This design comes from an exercise in tuning for small area and a short achievable clock period on the open sky130 flow, not from production work. The RTL was checked by simulation tests, not by an equivalence proof against the original design. No activity file was given, so power comes from the tool's default toggle rates.

Setup of run 1:
// mesh_router
module mesh_router #(
	parameter int buffer_depth = 4,
	parameter int route_alg    = 0	 
) (
	input  logic         clk,
	input  logic         reset,
	input  logic [3:0]   router_id,
	input  logic [139:0] flit_in,
	input  logic [4:0]   valid_in,
	output logic [4:0]   full_out,
	output logic [139:0] flit_out,
	output logic [4:0]   valid_out,
	input  logic [4:0]   full_in
);
	localparam int flit_w = 28;
	logic [5*flit_w-1:0] heads;
	logic [24:0]         req;
	logic [24:0]         win;
	logic [4:0]          pop;
	logic [4:0]          grant;
	logic [3:0]          rid;
	always_ff @(posedge clk)
		rid <= router_id;
	for (genvar p = 0; p < 5; p++) begin : g_in_port
		input_buffer #(
			.flit_w(flit_w)
		) input_buffer_i (
			.clk    (clk),
			.reset  (reset),
			.cur_row(rid[3:2]),
			.cur_col(rid[1:0]),
			.flit_in(flit_in[p*flit_w +: flit_w]),
			.write  (valid_in[p]),
			.pop    (pop[p]),
			.head   (heads[p*flit_w +: flit_w]),
			.req    (req[5*p +: 5]),
			.full   (full_out[p])
		);
	end
	route_alloc route_alloc_i (
		.clk    (clk),
		.reset  (reset),
		.req    (req),
		.full_in(full_in),
		.win    (win),
		.pop    (pop),
		.grant  (grant)
	);
	switch_traversal #(
		.flit_w(flit_w)
	) switch_traversal_i (
		.clk      (clk),
		.reset    (reset),
		.heads    (heads),
		.win      (win),
		.grant    (grant),
		.flit_out (flit_out),
		.valid_out(valid_out)
	);
endmodule
Size: ~2,600 cells after synthesis, roughly 310 I/O pins, ~0.033 mm² of cells after synthesis.
clock: 8.0 ns
lec_check: 0
cap_margin: 20
core_margin: 2
core_utilization: 60
cts_buf_list: sky130_fd_sc_hd__clkbuf_4 sky130_fd_sc_hd__clkbuf_8
setup_slack_margin: 5
slew_margin: 20
run.sh (not shown) runs the stock make flow with config.mk's settings and CLKGATE_MAP_FILE= SYNTH_SCRIPT=/design/flow/synth_recipe.tcl, a recipe that flattens the netlist after the stock synthesis.
#### Input delta (run 2 over run 1)
- CTS_BUF_LIST no longer set, was sky130_fd_sc_hd__clkbuf_4 sky130_fd_sc_hd__clkbuf_8
==> flow/flow/run.sh (new file) <==
#!/bin/bash
# The standard layout with two changes: the port buffers are buf_2 cells instead of
# the delay buffers buffer_ports picks by default, and the clock tree clusters
# more registers per leaf buffer and adds no dummy loads
set -euo pipefail
CTS="-sink_clustering_enable -repair_clock_nets -sink_clustering_size 24 -sink_clustering_max_diameter 80"
CTS="$CTS -buf_list {sky130_fd_sc_hd__clkbuf_8 sky130_fd_sc_hd__clkbuf_16} -dont_use_dummy_load"
bash standard.sh BUFFER_PORTS_ARGS="-buffer_cell sky130_fd_sc_hd__buf_2" CTS_ARGS="$CTS" finish \
	> standard_flow.log 2>&1
==> flow/standard.sh (new file) <==
#!/bin/bash
# synth_recipe.tcl (not shown) runs the flow's synth.tcl, then flattens the netlist and writes it again
# the make line also repeats each setting of config.mk as NAME=value (left out here)
make -C /OpenROAD-flow-scripts/flow DESIGN_CONFIG=/design/flow/config.mk WORK_HOME=/design/flow/orfs CLKGATE_MAP_FILE= SYNTH_SCRIPT=/design/flow/synth_recipe.tcl "${@:-finish}"
removed: flow/run.sh
Findings:
Run 2 vs run 1, instance count: run 2 lower
Number of enable flip-flop cells after synthesis: run 1 vs run 2 identical
Diff run 1 -> run 2 | clock buffer count | decrease of 144
In the metrics for run 2 and run 1, the one carrying the higher design area is run 1.
Modified inputs, run 3 compared to run 2
- TNS_END_PERCENT newly set to 0
- SETUP_SLACK_MARGIN removed (was 5)
==> flow/flow/run.sh <==
#!/bin/bash
# The standard layout with these changes:
# - the port buffers are buf_2 cells instead of the delay buffers buffer_ports picks by default
# - the clock tree clusters more registers per leaf buffer and adds no dummy loads
# - timing repair aims at a setup slack of 5.6 ns instead of 0
set -euo pipefail
CTS="-sink_clustering_enable -repair_clock_nets -sink_clustering_size 24 -sink_clustering_max_diameter 80"
CTS="$CTS -buf_list {sky130_fd_sc_hd__clkbuf_8 sky130_fd_sc_hd__clkbuf_16} -dont_use_dummy_load"
bash standard.sh BUFFER_PORTS_ARGS="-buffer_cell sky130_fd_sc_hd__buf_2" CTS_ARGS="$CTS" \
	SETUP_SLACK_MARGIN=5.6 finish > standard_flow.log 2>&1
Findings:
The synthesis-to-layout area growth in run 3 sits 1.3 points above the value recorded for run 2.
Run 3: number of iterations in the first detailed-routing pass lower than run 2
Relative to run 2, run 3 improves setup slack.
Run 3 closes out successfully: all stages finished, all timing, DRC and antenna checks passed.
On per-cell via count in the routed design, the lower figure sits with run 2, not run 3.
Higher met3 layer wire length in the routed design goes to run 3 over run 2.
Lower net switching fraction of the power was reported by run 2, not run 3.
Compared with run 2, in run 3 total number of sequential cells did not really move; clock share of power did not really move; final non-filler cell area went up.
Total power consumption of the routed design ends up higher on run 3.
## Diff of input files: run 4 against run 3
- TNS_END_PERCENT no longer set, was 0
- CORE_UTILIZATION now 40, was 60
==> flow/run.sh (new file) <==
#!/bin/bash
# synth_recipe.tcl (not shown) runs the flow's synth.tcl, then flattens the netlist and writes it again
# the make line also repeats each setting of config.mk as NAME=value (left out here)
make -C /OpenROAD-flow-scripts/flow DESIGN_CONFIG=/design/flow/config.mk WORK_HOME=/design/flow/orfs CLKGATE_MAP_FILE= SYNTH_SCRIPT=/design/flow/synth_recipe.tcl finish
removed: flow/flow/run.sh
removed: flow/standard.sh
==> comparison <==
Against run 3, run 4 comes in 3.0 µm lower on mean routed wirelength per cell. Diff run 3 -> run 4: H-tree depth picked up an extra 1; multi-input logic cell count went down; setup slack after layout -0.86 ns; final period utilization up 11 points; logic depth of the worst setup path including buffers now sits at about the same level. Run 3 vs run 4, category of the most critical setup path: flip-flop to flip-flop vs primary input to flip-flop. Summary of run 4 over run 3: die area picked up an extra 49%, via count of the first global-routing pass picked up an extra 619, post-CTS clock slew at the launch and capture registers of the worst setup and hold paths lost 0.03 ns. Run 4: full flow OK, the timing, DRC and antenna checks passed.

========
Setup of run a:
Starting RTL as in the previous note.
==> flow/config.mk <==
export PLATFORM = sky130hd
export DESIGN_NAME = mesh_router
export DESIGN_NICKNAME = mesh_router
export VERILOG_FILES = /design/flow/design.v
export SDC_FILE = /design/flow/constraint.sdc
export NUM_CORES = 4
export LEC_CHECK = 0
export CAP_MARGIN = 20
export CORE_MARGIN = 2
export CORE_UTILIZATION = 60
export CTS_BUF_LIST = sky130_fd_sc_hd__clkbuf_4 sky130_fd_sc_hd__clkbuf_8
export SETUP_SLACK_MARGIN = 5
export SLEW_MARGIN = 20
==> flow/constraint.sdc <==
create_clock -name core_clock -period 8.0 [get_ports {clk}]
set_input_delay 1.6000 -clock core_clock [delete_from_list [all_inputs] [get_ports {clk}]]
set_output_delay 1.6000 -clock core_clock [all_outputs]
set_load 0.01 [all_outputs]
standard.sh (not shown) runs the stock make flow with config.mk's settings and CLKGATE_MAP_FILE= SYNTH_SCRIPT=/design/flow/synth_recipe.tcl, a recipe that flattens the netlist after the stock synthesis.
==> flow/flow/run.sh <==
#!/bin/bash
# The standard layout, with the port buffers made from buf_2 cells
# instead of the delay buffers buffer_ports picks by default
set -euo pipefail
bash standard.sh BUFFER_PORTS_ARGS="-buffer_cell sky130_fd_sc_hd__buf_2" finish > standard_flow.log 2>&1
## Diff of input files: run b against run a
- clearing SETUP_SLACK_MARGIN, which used to be 5
==> flow/run.sh (new file) <==
#!/bin/bash
# synth_recipe.tcl (not shown) runs the flow's synth.tcl, then flattens the netlist and writes it again
# the make line also repeats each setting of config.mk as NAME=value (left out here)
make -C /OpenROAD-flow-scripts/flow DESIGN_CONFIG=/design/flow/config.mk WORK_HOME=/design/flow/orfs CLKGATE_MAP_FILE= SYNTH_SCRIPT=/design/flow/synth_recipe.tcl finish
removed: flow/flow/run.sh
removed: flow/standard.sh
--- outcome ---
- Between run b and run a, slew at the pin with the worst max-slew slack is higher for run a, run b comes in under that.
- Category of the most critical setup path = primary input to flip-flop: run b; category of the most critical setup path = flip-flop to output port: run a
- Comparing run b and run a, filler cell count in the final layout is higher on run a.
- The run with more routed wire is run a, not run b.
- Worst setup slack down 530 ps in run b wrt run a
- Compared run b against run a; total number of nets in the final design within noise.
- In run b relative to run a, power had gone up slightly.
- The amount of wire on met3 after detailed routing number comes out higher for run b vs run a.
- Summary: with run a as the reference, maximum number of pins on one net before global-route repair in run b moved up by a few percent.

port drivers added, routing unchanged:
How much do the figures lean on ideal ports? The routed layouts below were timed once more, with nothing changed but the port constraints. Step 1 assumes that a clkbuf_16 drives the clock port and a buf_2 every other input. Step 2 moves the port delays by t, midway between the first and last clock arrival at a register: inputs arrive t later, outputs are due t later. That takes back most of the time a late clock gives input paths. a / b / c = no drivers / after step 1 / after step 2; a / b = the first two.
run	shift t [ns]	setup slack, ns	latest minus earliest clock arrival (ns)
run 1	0.794	4.935 / 4.935 / 4.209	0.034 / 0.035
run 2	0.663	5.071 / 5.071 / 4.496	0.059 / 0.058
run 3	0.653	5.265 / 5.217 / 4.645	0.061 / 0.061
run 4	0.688	4.401 / 4.413 / 3.726	0.022 / 0.021
run a	0.848	5.015 / 4.954 / 4.502	0.037 / 0.038
run b	0.847	4.482 / 4.512 / 3.666	0.045 / 0.045
After both steps setup and hold are still met in every run listed. The setup slack of run b, which loses most, moves by +0.030 ns with the drivers and by -0.816 ns with both steps.
